What follows belongs to an exercise in optimizing a design on an open flow for small area, a short achievable clock period and few clock cycles per item; a production flow would make more cautious choices.
Function was checked by simulation only, so behaviour that the tests miss may differ from the original.
Power and IR drop assume default switching activity.

== build 89 ==
Design matrix_multiplier, start of the top module:
module matrix_multiplier (
    input  logic         clk,
    input  logic         reset_n,
    input  logic         en,
    input  logic [2:0]   r1,
    input  logic [2:0]   c1,
    input  logic [224:0] a_data,
    input  logic [2:0]   r2,
    input  logic [2:0]   c2,
    input  logic [224:0] b_data,
    output logic         busy,
    output logic         is_valid,
    output logic         done,
    output logic [2:0]   r_out,
    output logic [2:0]   c_out,
    output logic [224:0] data_out
);
    logic       act;         
    logic [4:0] grp;         
    logic       match;
    assign match = (c1 == r2);
    logic       g0;          
    assign g0 = ~act;
    logic [5:1] c1d, c2d;
    always_comb begin
        for (int c = 1; c <= 5; c++) begin
            c1d[c] = (int'(c1) == c);
            c2d[c] = (int'(c2) == c);
        end
    end
    logic [5:1] c1q, c2q;
    always_ff @(posedge clk) begin
        c1q <= c1d;
        c2q <= c2d;
    end
    logic [4:0] rq0, cq0, rn0, cn0;
    always_comb begin
        rn0 = 5'd0;
        cn0 = 5'd0;
        case (grp)
            5'd0: begin
                if (c2d[1]) begin rn0[2] = 1'b1; cn0[0] = 1'b1; end
  ...
Size: ~700 I/O pins.
export LEC_CHECK = 0
export CAP_MARGIN = 20
export CORE_MARGIN = 2
export CORE_UTILIZATION = 40
export CTS_CLUSTER_DIAMETER = 60
export CTS_CLUSTER_SIZE = 30
export SLEW_MARGIN = 20
create_clock -name core_clock -period 12.5 [get_ports {clk}]
standard.sh (not shown) runs the stock make flow with config.mk's settings and CLKGATE_MAP_FILE= SYNTH_SCRIPT=/design/flow/synth_recipe.tcl, a recipe that flattens the netlist after the stock synthesis.
==> flow/flow/run.sh <==
#!/bin/bash
# Layout: the standard flow (standard synthesis included), with plain
# buf_1 cells as the input and output port buffers, and timing repair asked
# to leave 8.5 ns of setup slack at the 12.5 ns clock (a 4.0 ns target).
set -euo pipefail
cd "$(dirname "$0")/.."
export BUFFER_PORTS_ARGS="-buffer_cell sky130_fd_sc_hd__buf_1"
export SETUP_SLACK_MARGIN=8.5
bash standard.sh > standard.log 2>&1
Build 89: full flow OK, the timing, DRC and antenna checks passed
Testbench counts of build 89, summed over its fixed seeds: cycles 3,723, items 480.
## Diff of input files: build 43 against build 89
# build 89
export LEC_CHECK = 0
export CAP_MARGIN = 20
export CORE_MARGIN = 2
export CORE_UTILIZATION = 40
export CTS_CLUSTER_DIAMETER = 60
export CTS_CLUSTER_SIZE = 30
export SLEW_MARGIN = 20
create_clock -name core_clock -period 12.5 [get_ports {clk}]
# build 43
export LEC_CHECK = 0
export CAP_MARGIN = 20
export CORE_MARGIN = 2
export CORE_UTILIZATION = 40
export SLEW_MARGIN = 20
create_clock -name core_clock -period 12.5 [get_ports {clk}]
Notes after the runs:
Diff build 89 -> build 43: fraction of final layout cells with drive strength greater than 1 went up, proportion of power drawn by combinational gates went down by 0.7 points, routed wire length now sits higher, via count of the first global-routing pass ~0 delta, final standard cell count with taps included and fillers excluded rose by 18.
Total of plain and repair buffers excluding clock buffers, build 89 and build 43: lower on build 89
--- input diff build 43..build 82 ---
# build 43
export LEC_CHECK = 0
export CAP_MARGIN = 20
export CORE_MARGIN = 2
export CORE_UTILIZATION = 40
export SLEW_MARGIN = 20
create_clock -name core_clock -period 12.5 [get_ports {clk}]
# build 82
export LEC_CHECK = 0
export CAP_MARGIN = 20
export CORE_MARGIN = 2
export CORE_UTILIZATION = 40
export CTS_CLUSTER_DIAMETER = 60
export CTS_CLUSTER_SIZE = 30
export SLEW_MARGIN = 20
create_clock -name core_clock -period 12.5 [get_ports {clk}]
--- a/flow/flow/run.sh
+++ b/flow/flow/run.sh
@@ -4 +4 @@
-# to leave 8.5 ns of setup slack at the 12.5 ns clock (a 4.0 ns target).
+# to leave 8.3 ns of setup slack at the 12.5 ns clock (a 4.2 ns target).
@@ -8 +8 @@
-export SETUP_SLACK_MARGIN=8.5
+export SETUP_SLACK_MARGIN=8.3
--- outcome ---
Setup slack improves in build 82 relative to build 43. Fmax: build 82 above build 43. Re total area of sequential cells: build 82 is 0.92% down on build 43. When build 82 is set beside build 43, its area overhead of the layout relative to synthesis turns out to be 4.7 points smaller. Any difference in instance area at placement between build 82 and build 43 is small enough to ignore. Compared with build 43, build 82 shows a non-clock buffer instance count of the final layout that is about 3% lower. Compared with build 43, build 82 shows a lower clock latency reported for the late side of the worst-skew pair.

[what the ideal ports hide]
Ports are ideal in the flow. The routed layouts listed here were re-timed in OpenROAD.
Step 1 (the two cells are an assumption about what drives the block):
set clk [get_ports {clk}]
set_driving_cell -lib_cell sky130_fd_sc_hd__clkbuf_16 $clk
set_driving_cell -lib_cell sky130_fd_sc_hd__buf_2 [delete_from_list [all_inputs] $clk]
Step 2 moves the port delays by t, midway between the first and last clock arrival at a register: inputs arrive t later, outputs are due t later. That takes back most of the time a late clock gives input paths.
Slacks: ideal / step 1 / step 2; pairs: ideal / step 1.
| run | shift t [ns] | setup slack, ns | latest minus earliest clock arrival (ns) | worst register clock-pin slew, ns | worst slew at a driven data input, ns |
|---|---|---|---|---|---|
| build 89 | 0.714 | 8.328 / 8.258 / 7.876 | 0.084 / 0.084 | 0.11 / 0.11 | 0.26 |
| build 43 | 0.720 | 8.302 / 8.232 / 7.875 | 0.083 / 0.082 | 0.07 / 0.07 | 0.26 |
| build 82 | 0.712 | 8.320 / 8.246 / 7.698 | 0.052 / 0.053 | 0.10 / 0.10 | 0.25 |
After both steps every run listed still meets setup and hold. The setup slack of build 82, which loses most, moves by -0.074 ns with the drivers and by -0.622 ns with both steps.
